Context: an optimization exercise on an open-source flow, tuned for small area, a short achievable clock period and few clock cycles per item. The choices shown serve that exercise and are no tape-out recipe.
No activity file was given, so power comes from the tool's default toggle rates.

==> inputs of run Z <==
## TripleDesTop
module TripleDesTop
(
  input logic HCLK,
  input logic HRESET,
  input logic HSEL,
  input logic [31:0] HADDR,
  input logic [1:0] HTRANS,
  input logic HWRITE,
  input logic [2:0] HSIZE,
  input logic [2:0] HBURST,
  input logic HMASTLOCK,
  input logic HREADY,
  input logic [63:0] HWDATA,
  output logic [63:0] HRDATA,
  output logic HREADYOUT,
  output logic HRESP
);
export LEC_CHECK = 0
export CAP_MARGIN = 20
export CORE_MARGIN = 2
export CORE_UTILIZATION = 40
export SETUP_SLACK_MARGIN = 3.3
export SLEW_MARGIN = 20
create_clock -name core_clock -period 7.0 [get_ports {HCLK}]
run.sh (not shown) runs the stock make flow with config.mk's settings and CLKGATE_MAP_FILE= SYNTH_SCRIPT=/design/flow/synth_recipe.tcl, a recipe that flattens the netlist after the stock synthesis.
==> run G (differences from run Z) <==
--- a/flow/design.v
+++ b/flow/design.v
@@ -19,12 +19,14 @@
   output logic reqDir,
   output logic [63:0] reqKey1,
   output logic [63:0] reqKey2,
   output logic [63:0] reqKey3,
   input logic [2:0] keyBusy,
+  input logic [2:0] keyBusyNext,
   output logic resultDone,
   input logic resultValid,
+  input logic resultValidNext,
   input logic resultNext,
   input logic [63:0] result0,
   input logic [63:0] result1
 );
   localparam logic [31:0] Base = 32'hAAAAAAA0;
@@ -35,12 +37,17 @@
   logic transfer;
   logic phaseOk;
   logic phaseError;
   logic phaseWrite;
   logic errLate;
-  logic stall;
   logic writeNow;
+  logic phaseOkNext;
+  logic phaseErrorNext;
+  logic phaseWriteNext;
+  logic [5:0] phaseSelNext;
+  logic readyNext;
+  logic ready;
   logic [63:0] modeReg;
   logic [63:0] key1Reg;
   logic [63:0] key2Reg;
   logic [63:0] key3Reg;
   logic [63:0] dataReg;
@@ -48,55 +55,64 @@
     for (int i = 0; i < 6; i++)
       addrSel[i] = (HADDR == Base + 32'(8 * i));
   assign transfer = HSEL && HREADY && HTRANS[1];
   assign illegal = (HSIZE != 3'b011) || (HBURST != 3'b000) || HMASTLOCK ||
                    (addrSel == 6'd0) || (HWRITE && addrSel[5]);
+  assign phaseOkNext = HREADY ? (transfer && !illegal) : phaseOk;
+  assign phaseErrorNext = HREADY ? (transfer && illegal) : phaseError;
+  assign phaseWriteNext = HREADY ? HWRITE : phaseWrite;
+  assign phaseSelNext = HREADY ? addrSel : phaseSel;
+  always_comb
+  begin
+    if (phaseErrorNext)
+      readyNext = phaseError && !errLate;
+    else if (phaseOkNext && phaseWriteNext)
+      readyNext = !(|(phaseSelNext[3:1] & keyBusyNext));
+    else if (phaseOkNext && phaseSelNext[5])
+      readyNext = resultValidNext;
+    else
+      readyNext = 1'b1;
+  end
   always_ff @(posedge HCLK, negedge HRESET)
   begin
     if (!HRESET)
     begin
       phaseOk <= 1'b0;
       phaseError <= 1'b0;
       errLate <= 1'b0;
+      ready <= 1'b1;
       modeReg <= '0;
     end
     else
     begin
       errLate <= phaseError && !errLate;
-      if (HREADY)
-      begin
-        phaseOk <= transfer && !illegal;
-        phaseError <= transfer && illegal;
-      end
+      phaseOk <= phaseOkNext;
+      phaseError <= phaseErrorNext;
+      ready <= readyNext;
       if (writeNow && phaseSel[0])
         modeReg <= HWDATA;
     end
   end
   always_ff @(posedge HCLK)
   begin
+    phaseWrite <= phaseWriteNext;
+    phaseSel <= phaseSelNext;
     if (HREADY)
-    begin
-      phaseWrite <= HWRITE;
-      phaseSel <= addrSel;
       readSel <= {addrSel[4:0], addrSel[5] && !resultNext, addrSel[5] && resultNext};
-    end
     if (writeNow && phaseSel[1])
       key1Reg <= HWDATA;
     if (writeNow && phaseSel[2])
       key2Reg <= HWDATA;
     if (writeNow && phaseSel[3])
       key3Reg <= HWDATA;
     if (writeNow && phaseSel[4])
       dataReg <= HWDATA;
   end
-  assign stall = phaseOk &&
-                 (phaseWrite ? (|(phaseSel[3:1] & keyBusy))
-                             : (phaseSel[5] && !resultValid));
   assign HRESP = phaseError;
-  assign HREADYOUT = phaseError ? errLate : !stall;
-  assign writeNow = phaseOk && phaseWrite && !stall;
-  assign resultDone = phaseOk && !phaseWrite && phaseSel[5] && resultValid;
+  assign HREADYOUT = ready;
+  assign writeNow = phaseOk && phaseWrite && ready;
+  assign resultDone = phaseOk && !phaseWrite && phaseSel[5] && ready;
   always_comb
   begin
     HRDATA = '0;
     if (readSel[2]) HRDATA = HRDATA | modeReg;
     if (readSel[3]) HRDATA = HRDATA | key1Reg;
@@ -122,22 +138,27 @@
   input logic reqDir,
   input logic [63:0] reqKey1,
   input logic [63:0] reqKey2,
   input logic [63:0] reqKey3,
   output logic [2:0] keyBusy,
+  output logic [2:0] keyBusyNext,
   input logic resultDone,
   output logic resultValid,
+  output logic resultValidNext,
   output logic resultNext,
   output logic [63:0] result0,
   output logic [63:0] result1
 );
   logic nxt;
   logic old;
   logic [1:0] busy;
   logic [1:0] start;
   logic [2:0] keyNeeded0;
   logic [2:0] keyNeeded1;
+  logic [1:0] busyNext;
+  logic [2:0] keyNeededNext0;
+  logic [2:0] keyNeededNext1;
   assign start[0] = reqValid && !nxt;
   assign start[1] = reqValid && nxt;
   always_ff @(posedge HCLK, negedge HRESET)
   begin
     if (!HRESET)
@@ -163,10 +184,12 @@
     .key1(reqKey1),
     .key2(reqKey2),
     .key3(reqKey3),
     .busy(busy[0]),
     .keyNeeded(keyNeeded0),
+    .busyNext(busyNext[0]),
+    .keyNeededNext(keyNeededNext0),
     .result(result0)
   );
   DesEngine engine1
   (
     .HCLK(HCLK),
@@ -177,15 +200,19 @@
     .key1(reqKey1),
     .key2(reqKey2),
     .key3(reqKey3),
     .busy(busy[1]),
     .keyNeeded(keyNeeded1),
+    .busyNext(busyNext[1]),
+    .keyNeededNext(keyNeededNext1),
     .result(result1)
   );
   assign keyBusy = keyNeeded0 | keyNeeded1;
   assign resultValid = !busy[old];
   assign resultNext = old ^ resultDone;
+  assign keyBusyNext = keyNeededNext0 | keyNeededNext1;
+  assign resultValidNext = !busyNext[resultNext];
 endmodule
 `timescale 1ns/1ps
 module DesEngine
 (
   input logic HCLK,
@@ -196,10 +223,12 @@
   input logic [63:0] key1,
   input logic [63:0] key2,
   input logic [63:0] key3,
   output logic busy,
   output logic [2:0] keyNeeded,
+  output logic busyNext,
+  output logic [2:0] keyNeededNext,
   output logic [63:0] result
 );
   logic [1:0] pass;
   logic [3:0] cyc;
   logic dir;
@@ -814,55 +843,76 @@
       {1'b0, 4'd1}, {1'b0, 4'd2}, {1'b0, 4'd3}, {1'b0, 4'd4}, {1'b0, 4'd5}, {1'b0, 4'd6}, {1'b0, 4'd8}, {1'b0, 4'd9}, {1'b0, 4'd10}, {1'b0, 4'd11}, {1'b0, 4'd12}, {1'b0, 4'd13}: nextCd = {cd[53:28], cd[55:54], cd[25:0], cd[27:26]};
       {1'b1, 4'd1}, {1'b1, 4'd2}, {1'b1, 4'd3}, {1'b1, 4'd4}, {1'b1, 4'd5}, {1'b1, 4'd6}, {1'b1, 4'd8}, {1'b1, 4'd9}, {1'b1, 4'd10}, {1'b1, 4'd11}, {1'b1, 4'd12}, {1'b1, 4'd13}: nextCd = {cd[29:28], cd[55:30], cd[1:0], cd[27:2]};
       default: nextCd = {cd[28:28], cd[55:29], cd[0:0], cd[27:1]};
     endcase
   end
+  logic [1:0] passNext;
+  logic [3:0] cycNext;
+  logic lastNext;
+  logic dirNext;
+  always_comb
+  begin
+    busyNext = busy;
+    passNext = pass;
+    cycNext = cyc;
+    lastNext = last;
+    dirNext = dir;
+    if (start)
+    begin
+      busyNext = 1'b1;
+      passNext = 2'd0;
+      cycNext = 4'd0;
+      lastNext = 1'b0;
+      dirNext = startDir;
+    end
+    else if (busy)
+    begin
+      cycNext = cyc + 4'd1;
+      lastNext = (cyc == 4'd14);
+      if (passEnd)
+      begin
+        passNext = pass + 2'd1;
+        busyNext = (pass != 2'd2);
+      end
+    end
+  end
+  assign keyNeededNext[1] = busyNext && passNext == 2'd0 && !lastNext;
+  assign keyNeededNext[0] = busyNext && dirNext && passNext != 2'd2 && !(passNext == 2'd1 && lastNext);
+  assign keyNeededNext[2] = busyNext && !dirNext && passNext != 2'd2 && !(passNext == 2'd1 && lastNext);
   always_ff @(posedge HCLK, negedge HRESET)
   begin
     if (!HRESET)
     begin
       busy <= 1'b0;
       pass <= 2'd0;
       cyc <= 4'd0;
       last <= 1'b0;
+      keyNeeded <= 3'd0;
     end
-    else if (start)
-    begin
-      busy <= 1'b1;
-      pass <= 2'd0;
-      cyc <= 4'd0;
-      last <= 1'b0;
-    end
-    else if (busy)
+    else
     begin
-      cyc <= cyc + 4'd1;
-      last <= (cyc == 4'd14);
-      if (passEnd)
-      begin
-        pass <= pass + 2'd1;
-        if (pass == 2'd2)
-          busy <= 1'b0;
-      end
+      busy <= busyNext;
+      pass <= passNext;
+      cyc <= cycNext;
+      last <= lastNext;
+      keyNeeded <= keyNeededNext;
     end
   end
   always_ff @(posedge HCLK)
   begin
+    dir <= dirNext;
     if (start)
     begin
       data <= {startBlock[6], startBlock[14], startBlock[22], startBlock[30], startBlock[38], startBlock[46], startBlock[54], startBlock[62], startBlock[4], startBlock[12], startBlock[20], startBlock[28], startBlock[36], startBlock[44], startBlock[52], startBlock[60], startBlock[2], startBlock[10], startBlock[18], startBlock[26], startBlock[34], startBlock[42], startBlock[50], startBlock[58], startBlock[0], startBlock[8], startBlock[16], startBlock[24], startBlock[32], startBlock[40], startBlock[48], startBlock[56], startBlock[7], startBlock[15], startBlock[23], startBlock[31], startBlock[39], startBlock[47], startBlock[55], startBlock[63], startBlock[5], startBlock[13], startBlock[21], startBlock[29], startBlock[37], startBlock[45], startBlock[53], startBlock[61], startBlock[3], startBlock[11], startBlock[19], startBlock[27], startBlock[35], startBlock[43], startBlock[51], startBlock[59], startBlock[1], startBlock[9], startBlock[17], startBlock[25], startBlock[33], startBlock[41], startBlock[49], startBlock[57]};
-      dir <= startDir;
     end
     else if (busy)
       data <= passEnd ? swapped : roundOut;
     if (start || (passEnd))
       cd <= loadCd;
     else
       cd <= nextCd;
   end
-  assign keyNeeded[1] = busy && pass == 2'd0 && !passEnd;
-  assign keyNeeded[0] = busy && dir && pass != 2'd2 && !(pass == 2'd1 && passEnd);
-  assign keyNeeded[2] = busy && !dir && pass != 2'd2 && !(pass == 2'd1 && passEnd);
   assign result = {data[24], data[56], data[16], data[48], data[8], data[40], data[0], data[32], data[25], data[57], data[17], data[49], data[9], data[41], data[1], data[33], data[26], data[58], data[18], data[50], data[10], data[42], data[2], data[34], data[27], data[59], data[19], data[51], data[11], data[43], data[3], data[35], data[28], data[60], data[20], data[52], data[12], data[44], data[4], data[36], data[29], data[61], data[21], data[53], data[13], data[45], data[5], data[37], data[30], data[62], data[22], data[54], data[14], data[46], data[6], data[38], data[31], data[63], data[23], data[55], data[15], data[47], data[7], data[39]};
 endmodule
 `timescale 1ns/1ps
 module TripleDesTop
 (
@@ -885,10 +935,12 @@
   logic reqDir;
   logic [63:0] reqKey1;
   logic [63:0] reqKey2;
   logic [63:0] reqKey3;
   logic [2:0] keyBusy;
+  logic [2:0] keyBusyNext;
+  logic resultValidNext;
   logic resultDone;
   logic resultValid;
   logic resultNext;
   logic [63:0] result0;
   logic [63:0] result1;
@@ -912,12 +964,14 @@
     .reqDir(reqDir),
     .reqKey1(reqKey1),
     .reqKey2(reqKey2),
     .reqKey3(reqKey3),
     .keyBusy(keyBusy),
+    .keyBusyNext(keyBusyNext),
     .resultDone(resultDone),
     .resultValid(resultValid),
+    .resultValidNext(resultValidNext),
     .resultNext(resultNext),
     .result0(result0),
     .result1(result1)
   );
   TripleDesSequencer sequencer
@@ -929,12 +983,14 @@
     .reqDir(reqDir),
     .reqKey1(reqKey1),
     .reqKey2(reqKey2),
     .reqKey3(reqKey3),
     .keyBusy(keyBusy),
+    .keyBusyNext(keyBusyNext),
     .resultDone(resultDone),
     .resultValid(resultValid),
+    .resultValidNext(resultValidNext),
     .resultNext(resultNext),
     .result0(result0),
     .result1(result1)
   );
 endmodule
CORE_UTILIZATION = 30   (was 40)
==> run R (differences from run Z) <==
--- a/flow/design.v
+++ b/flow/design.v
@@ -14,17 +14,20 @@
   input logic [63:0] HWDATA,
   output logic [63:0] HRDATA,
   output logic HREADYOUT,
   output logic HRESP,
   output logic reqValid,
+  output logic reqNext,
   output logic reqDir,
   output logic [63:0] reqKey1,
   output logic [63:0] reqKey2,
   output logic [63:0] reqKey3,
   input logic [2:0] keyBusy,
+  input logic [2:0] keyBusyNext,
   output logic resultDone,
   input logic resultValid,
+  input logic resultValidNext,
   input logic resultNext,
   input logic [63:0] result0,
   input logic [63:0] result1
 );
   localparam logic [31:0] Base = 32'hAAAAAAA0;
@@ -35,12 +38,17 @@
   logic transfer;
   logic phaseOk;
   logic phaseError;
   logic phaseWrite;
   logic errLate;
-  logic stall;
   logic writeNow;
+  logic phaseOkNext;
+  logic phaseErrorNext;
+  logic phaseWriteNext;
+  logic [5:0] phaseSelNext;
+  logic readyNext;
+  logic ready;
   logic [63:0] modeReg;
   logic [63:0] key1Reg;
   logic [63:0] key2Reg;
   logic [63:0] key3Reg;
   logic [63:0] dataReg;
@@ -48,55 +56,64 @@
     for (int i = 0; i < 6; i++)
       addrSel[i] = (HADDR == Base + 32'(8 * i));
   assign transfer = HSEL && HREADY && HTRANS[1];
   assign illegal = (HSIZE != 3'b011) || (HBURST != 3'b000) || HMASTLOCK ||
                    (addrSel == 6'd0) || (HWRITE && addrSel[5]);
+  assign phaseOkNext = HREADY ? (transfer && !illegal) : phaseOk;
+  assign phaseErrorNext = HREADY ? (transfer && illegal) : phaseError;
+  assign phaseWriteNext = HREADY ? HWRITE : phaseWrite;
+  assign phaseSelNext = HREADY ? addrSel : phaseSel;
+  always_comb
+  begin
+    if (phaseErrorNext)
+      readyNext = phaseError && !errLate;
+    else if (phaseOkNext && phaseWriteNext)
+      readyNext = !(|(phaseSelNext[3:1] & keyBusyNext));
+    else if (phaseOkNext && phaseSelNext[5])
+      readyNext = resultValidNext;
+    else
+      readyNext = 1'b1;
+  end
   always_ff @(posedge HCLK, negedge HRESET)
   begin
     if (!HRESET)
     begin
       phaseOk <= 1'b0;
       phaseError <= 1'b0;
       errLate <= 1'b0;
+      ready <= 1'b1;
       modeReg <= '0;
     end
     else
     begin
       errLate <= phaseError && !errLate;
-      if (HREADY)
-      begin
-        phaseOk <= transfer && !illegal;
-        phaseError <= transfer && illegal;
-      end
+      phaseOk <= phaseOkNext;
+      phaseError <= phaseErrorNext;
+      ready <= readyNext;
       if (writeNow && phaseSel[0])
         modeReg <= HWDATA;
     end
   end
   always_ff @(posedge HCLK)
   begin
+    phaseWrite <= phaseWriteNext;
+    phaseSel <= phaseSelNext;
     if (HREADY)
-    begin
-      phaseWrite <= HWRITE;
-      phaseSel <= addrSel;
       readSel <= {addrSel[4:0], addrSel[5] && !resultNext, addrSel[5] && resultNext};
-    end
     if (writeNow && phaseSel[1])
       key1Reg <= HWDATA;
     if (writeNow && phaseSel[2])
       key2Reg <= HWDATA;
     if (writeNow && phaseSel[3])
       key3Reg <= HWDATA;
     if (writeNow && phaseSel[4])
       dataReg <= HWDATA;
   end
-  assign stall = phaseOk &&
-                 (phaseWrite ? (|(phaseSel[3:1] & keyBusy))
-                             : (phaseSel[5] && !resultValid));
   assign HRESP = phaseError;
-  assign HREADYOUT = phaseError ? errLate : !stall;
-  assign writeNow = phaseOk && phaseWrite && !stall;
-  assign resultDone = phaseOk && !phaseWrite && phaseSel[5] && resultValid;
+  assign HREADYOUT = ready;
+  assign writeNow = phaseOk && phaseWrite && ready;
+  assign resultDone = phaseOk && !phaseWrite && phaseSel[5] && ready;
   always_comb
   begin
     HRDATA = '0;
     if (readSel[2]) HRDATA = HRDATA | modeReg;
     if (readSel[3]) HRDATA = HRDATA | key1Reg;
@@ -105,10 +122,11 @@
     if (readSel[6]) HRDATA = HRDATA | dataReg;
     if (readSel[1]) HRDATA = HRDATA | result0;
     if (readSel[0]) HRDATA = HRDATA | result1;
   end
   assign reqValid = phaseOk && phaseWrite && phaseSel[4];
+  assign reqNext = transfer && !illegal && HWRITE && addrSel[4];
   assign reqDir = modeReg[0];
   assign reqKey1 = key1Reg;
   assign reqKey2 = key2Reg;
   assign reqKey3 = key3Reg;
 endmodule
@@ -116,41 +134,49 @@
 module TripleDesSequencer
 (
   input logic HCLK,
   input logic HRESET,
   input logic reqValid,
+  input logic reqNext,
   input logic [63:0] reqBlock,
   input logic reqDir,
   input logic [63:0] reqKey1,
   input logic [63:0] reqKey2,
   input logic [63:0] reqKey3,
   output logic [2:0] keyBusy,
+  output logic [2:0] keyBusyNext,
   input logic resultDone,
   output logic resultValid,
+  output logic resultValidNext,
   output logic resultNext,
   output logic [63:0] result0,
   output logic [63:0] result1
 );
   logic nxt;
   logic old;
   logic [1:0] busy;
   logic [1:0] start;
   logic [2:0] keyNeeded0;
   logic [2:0] keyNeeded1;
-  assign start[0] = reqValid && !nxt;
-  assign start[1] = reqValid && nxt;
+  logic [1:0] busyNext;
+  logic [2:0] keyNeededNext0;
+  logic [2:0] keyNeededNext1;
+  logic nxtNext;
+  assign nxtNext = nxt ^ reqValid;
   always_ff @(posedge HCLK, negedge HRESET)
   begin
     if (!HRESET)
     begin
       nxt <= 1'b0;
       old <= 1'b0;
+      start <= 2'b00;
     end
     else
     begin
-      if (reqValid)
-        nxt <= !nxt;
+      start[0] <= reqNext && !nxtNext;
+      start[1] <= reqNext && nxtNext;
+      nxt <= nxtNext;
       if (resultDone)
         old <= !old;
     end
   end
   DesEngine engine0
@@ -163,10 +189,12 @@
     .key1(reqKey1),
     .key2(reqKey2),
     .key3(reqKey3),
     .busy(busy[0]),
     .keyNeeded(keyNeeded0),
+    .busyNext(busyNext[0]),
+    .keyNeededNext(keyNeededNext0),
     .result(result0)
   );
   DesEngine engine1
   (
     .HCLK(HCLK),
@@ -177,15 +205,19 @@
     .key1(reqKey1),
     .key2(reqKey2),
     .key3(reqKey3),
     .busy(busy[1]),
     .keyNeeded(keyNeeded1),
+    .busyNext(busyNext[1]),
+    .keyNeededNext(keyNeededNext1),
     .result(result1)
   );
   assign keyBusy = keyNeeded0 | keyNeeded1;
   assign resultValid = !busy[old];
   assign resultNext = old ^ resultDone;
+  assign keyBusyNext = keyNeededNext0 | keyNeededNext1;
+  assign resultValidNext = !busyNext[resultNext];
 endmodule
 `timescale 1ns/1ps
 module DesEngine
 (
   input logic HCLK,
@@ -196,10 +228,12 @@
   input logic [63:0] key1,
   input logic [63:0] key2,
   input logic [63:0] key3,
   output logic busy,
   output logic [2:0] keyNeeded,
+  output logic busyNext,
+  output logic [2:0] keyNeededNext,
   output logic [63:0] result
 );
   logic [1:0] pass;
   logic [3:0] cyc;
   logic dir;
@@ -777,18 +811,15 @@
   endfunction
   assign passEnd = last;
   assign pdir = dir ^ (pass == 2'd1);
   assign kk0 = cd;
   assign sk0 = {kk0[42], kk0[39], kk0[45], kk0[32], kk0[55], kk0[51], kk0[53], kk0[28], kk0[41], kk0[50], kk0[35], kk0[46], kk0[33], kk0[37], kk0[44], kk0[52], kk0[30], kk0[48], kk0[40], kk0[49], kk0[29], kk0[36], kk0[43], kk0[54], kk0[15], kk0[4], kk0[25], kk0[19], kk0[9], kk0[1], kk0[26], kk0[16], kk0[5], kk0[11], kk0[23], kk0[8], kk0[12], kk0[7], kk0[17], kk0[0], kk0[22], kk0[3], kk0[10], kk0[14], kk0[6], kk0[20], kk0[27], kk0[24]};
-  always_comb
-  begin
-    logic [63:0] x;
-    x = data;
-    x = {x[31:0], x[63:32] ^ feistel(x[31:0], sk0)};
-    roundOut = x;
-  end
-  assign swapped = {roundOut[31:0], roundOut[63:32]};
+  logic [31:0] f0;
+  logic swapSel;
+  assign f0 = feistel(data[31:0], sk0);
+  assign roundOut = {data[31:0], data[63:32] ^ f0};
+  assign swapped = {data[63:32] ^ (f0 & {32{busy}}), data[31:0]};
   always_comb
   begin
     if (start)
     begin
       loadKey = startDir ? key3 : key1;
@@ -814,55 +845,78 @@
       {1'b0, 4'd1}, {1'b0, 4'd2}, {1'b0, 4'd3}, {1'b0, 4'd4}, {1'b0, 4'd5}, {1'b0, 4'd6}, {1'b0, 4'd8}, {1'b0, 4'd9}, {1'b0, 4'd10}, {1'b0, 4'd11}, {1'b0, 4'd12}, {1'b0, 4'd13}: nextCd = {cd[53:28], cd[55:54], cd[25:0], cd[27:26]};
       {1'b1, 4'd1}, {1'b1, 4'd2}, {1'b1, 4'd3}, {1'b1, 4'd4}, {1'b1, 4'd5}, {1'b1, 4'd6}, {1'b1, 4'd8}, {1'b1, 4'd9}, {1'b1, 4'd10}, {1'b1, 4'd11}, {1'b1, 4'd12}, {1'b1, 4'd13}: nextCd = {cd[29:28], cd[55:30], cd[1:0], cd[27:2]};
       default: nextCd = {cd[28:28], cd[55:29], cd[0:0], cd[27:1]};
     endcase
   end
+  logic [1:0] passNext;
+  logic [3:0] cycNext;
+  logic lastNext;
+  logic dirNext;
+  always_comb
+  begin
+    busyNext = busy;
+    passNext = pass;
+    cycNext = cyc;
+    lastNext = last;
+    dirNext = dir;
+    if (start)
+    begin
+      busyNext = 1'b1;
+      passNext = 2'd0;
+      cycNext = 4'd0;
+      lastNext = 1'b0;
+      dirNext = startDir;
+    end
+    else if (busy)
+    begin
+      cycNext = cyc + 4'd1;
+      lastNext = (cyc == 4'd14);
+      if (passEnd)
+      begin
+        passNext = pass + 2'd1;
+        busyNext = (pass != 2'd2);
+      end
+    end
+  end
+  assign keyNeededNext[1] = busyNext && passNext == 2'd0 && !lastNext;
+  assign keyNeededNext[0] = busyNext && dirNext && passNext != 2'd2 && !(passNext == 2'd1 && lastNext);
+  assign keyNeededNext[2] = busyNext && !dirNext && passNext != 2'd2 && !(passNext == 2'd1 && lastNext);
   always_ff @(posedge HCLK, negedge HRESET)
   begin
     if (!HRESET)
     begin
       busy <= 1'b0;
       pass <= 2'd0;
       cyc <= 4'd0;
       last <= 1'b0;
+      keyNeeded <= 3'd0;
+      swapSel <= 1'b1;
     end
-    else if (start)
-    begin
-      busy <= 1'b1;
-      pass <= 2'd0;
-      cyc <= 4'd0;
-      last <= 1'b0;
-    end
-    else if (busy)
+    else
     begin
-      cyc <= cyc + 4'd1;
-      last <= (cyc == 4'd14);
-      if (passEnd)
-      begin
-        pass <= pass + 2'd1;
-        if (pass == 2'd2)
-          busy <= 1'b0;
-      end
+      swapSel <= lastNext || !busyNext;
+      busy <= busyNext;
+      pass <= passNext;
+      cyc <= cycNext;
+      last <= lastNext;
+      keyNeeded <= keyNeededNext;
     end
   end
   always_ff @(posedge HCLK)
   begin
+    dir <= dirNext;
     if (start)
     begin
       data <= {startBlock[6], startBlock[14], startBlock[22], startBlock[30], startBlock[38], startBlock[46], startBlock[54], startBlock[62], startBlock[4], startBlock[12], startBlock[20], startBlock[28], startBlock[36], startBlock[44], startBlock[52], startBlock[60], startBlock[2], startBlock[10], startBlock[18], startBlock[26], startBlock[34], startBlock[42], startBlock[50], startBlock[58], startBlock[0], startBlock[8], startBlock[16], startBlock[24], startBlock[32], startBlock[40], startBlock[48], startBlock[56], startBlock[7], startBlock[15], startBlock[23], startBlock[31], startBlock[39], startBlock[47], startBlock[55], startBlock[63], startBlock[5], startBlock[13], startBlock[21], startBlock[29], startBlock[37], startBlock[45], startBlock[53], startBlock[61], startBlock[3], startBlock[11], startBlock[19], startBlock[27], startBlock[35], startBlock[43], startBlock[51], startBlock[59], startBlock[1], startBlock[9], startBlock[17], startBlock[25], startBlock[33], startBlock[41], startBlock[49], startBlock[57]};
-      dir <= startDir;
     end
-    else if (busy)
-      data <= passEnd ? swapped : roundOut;
+    else
+      data <= swapSel ? swapped : roundOut;
     if (start || (passEnd))
       cd <= loadCd;
     else
       cd <= nextCd;
   end
-  assign keyNeeded[1] = busy && pass == 2'd0 && !passEnd;
-  assign keyNeeded[0] = busy && dir && pass != 2'd2 && !(pass == 2'd1 && passEnd);
-  assign keyNeeded[2] = busy && !dir && pass != 2'd2 && !(pass == 2'd1 && passEnd);
   assign result = {data[24], data[56], data[16], data[48], data[8], data[40], data[0], data[32], data[25], data[57], data[17], data[49], data[9], data[41], data[1], data[33], data[26], data[58], data[18], data[50], data[10], data[42], data[2], data[34], data[27], data[59], data[19], data[51], data[11], data[43], data[3], data[35], data[28], data[60], data[20], data[52], data[12], data[44], data[4], data[36], data[29], data[61], data[21], data[53], data[13], data[45], data[5], data[37], data[30], data[62], data[22], data[54], data[14], data[46], data[6], data[38], data[31], data[63], data[23], data[55], data[15], data[47], data[7], data[39]};
 endmodule
 `timescale 1ns/1ps
 module TripleDesTop
 (
@@ -880,15 +934,18 @@
   output logic [63:0] HRDATA,
   output logic HREADYOUT,
   output logic HRESP
 );
   logic reqValid;
+  logic reqNext;
   logic reqDir;
   logic [63:0] reqKey1;
   logic [63:0] reqKey2;
   logic [63:0] reqKey3;
   logic [2:0] keyBusy;
+  logic [2:0] keyBusyNext;
+  logic resultValidNext;
   logic resultDone;
   logic resultValid;
   logic resultNext;
   logic [63:0] result0;
   logic [63:0] result1;
@@ -907,34 +964,40 @@
     .HWDATA(HWDATA),
     .HRDATA(HRDATA),
     .HREADYOUT(HREADYOUT),
     .HRESP(HRESP),
     .reqValid(reqValid),
+    .reqNext(reqNext),
     .reqDir(reqDir),
     .reqKey1(reqKey1),
     .reqKey2(reqKey2),
     .reqKey3(reqKey3),
     .keyBusy(keyBusy),
+    .keyBusyNext(keyBusyNext),
     .resultDone(resultDone),
     .resultValid(resultValid),
+    .resultValidNext(resultValidNext),
     .resultNext(resultNext),
     .result0(result0),
     .result1(result1)
   );
   TripleDesSequencer sequencer
   (
     .HCLK(HCLK),
     .HRESET(HRESET),
     .reqValid(reqValid),
+    .reqNext(reqNext),
     .reqBlock(HWDATA),
     .reqDir(reqDir),
     .reqKey1(reqKey1),
     .reqKey2(reqKey2),
     .reqKey3(reqKey3),
     .keyBusy(keyBusy),
+    .keyBusyNext(keyBusyNext),
     .resultDone(resultDone),
     .resultValid(resultValid),
+    .resultValidNext(resultValidNext),
     .resultNext(resultNext),
     .result0(result0),
     .result1(result1)
   );
 endmodule
CORE_UTILIZATION = 30   (was 40)
SETUP_SLACK_MARGIN = default   (was 3.3)
==> run notes <==
metric	run G	run Z	run R
Result of the run	complete, no violations	complete, no violations	complete, no violations
Maximum fanout along the worst path	8	7	34
Worst setup slack for register-to-register paths	3.31 ns	3.36 ns	2.85 ns
Area fraction in compound gates after synthesis	19.4%	23.8%	20.9%
Sw Pwr	1960 uW	16,400 uW	1850 uW
Share of the synthesized netlist area taken by xor and xnor gates	5.85%	5.49%	6.03%
Post-route insts no fill	6,565	6,250	6,574
Die span in y	385 um	333 um	386 um
Relative contribution of the clock network to total power	47.0%	11.6%	47.6%
Fill cells	14,400	10,100	14,600
Hold path endpoint	controller.errLate$_DFF_PN0_	controller.errLate$_DFF_PN0_	sequencer.nxt$_DFF_PN0_
Worst slack on hold paths	0.408 ns	0.422 ns	0.483 ns
Initial drt markers	6,446	6,777	5,095
Post-detailed-routing wire length	188 mm	190 mm	173 mm
Function was not checked in any run of this note: the RTL went through the layout flow alone.

-- afterwards: timing with drivers on the ports --
In the flow no input, the clock included, has a driving cell. The finished layouts below were timed again as built, in two steps.
Step 1 sets driving cells, clkbuf_16 on the clock port and buf_2 on the other inputs (assumed; they add their load-dependent delay and slew).
Step 2 also shifts input and output timing later by t, the mid clock arrival at the registers, as if the neighbouring blocks saw the same clock.
Three values: no drivers, after step 1, after step 2; two values: the first two.
run	t (ns)	setup WS [ns]	worst register clock-pin slew, ns
run Z	0.742	3.034 / 2.962 / 3.364	0.07 / 0.07
run G	0.720	3.093 / 3.016 / 3.013	0.07 / 0.07
run R	0.740	2.146 / 2.074 / 2.813	0.07 / 0.07
After both steps setup and hold are still met in every run listed. The setup slack of run G, which loses most, moves by -0.077 ns with the drivers and by -0.080 ns with both steps.
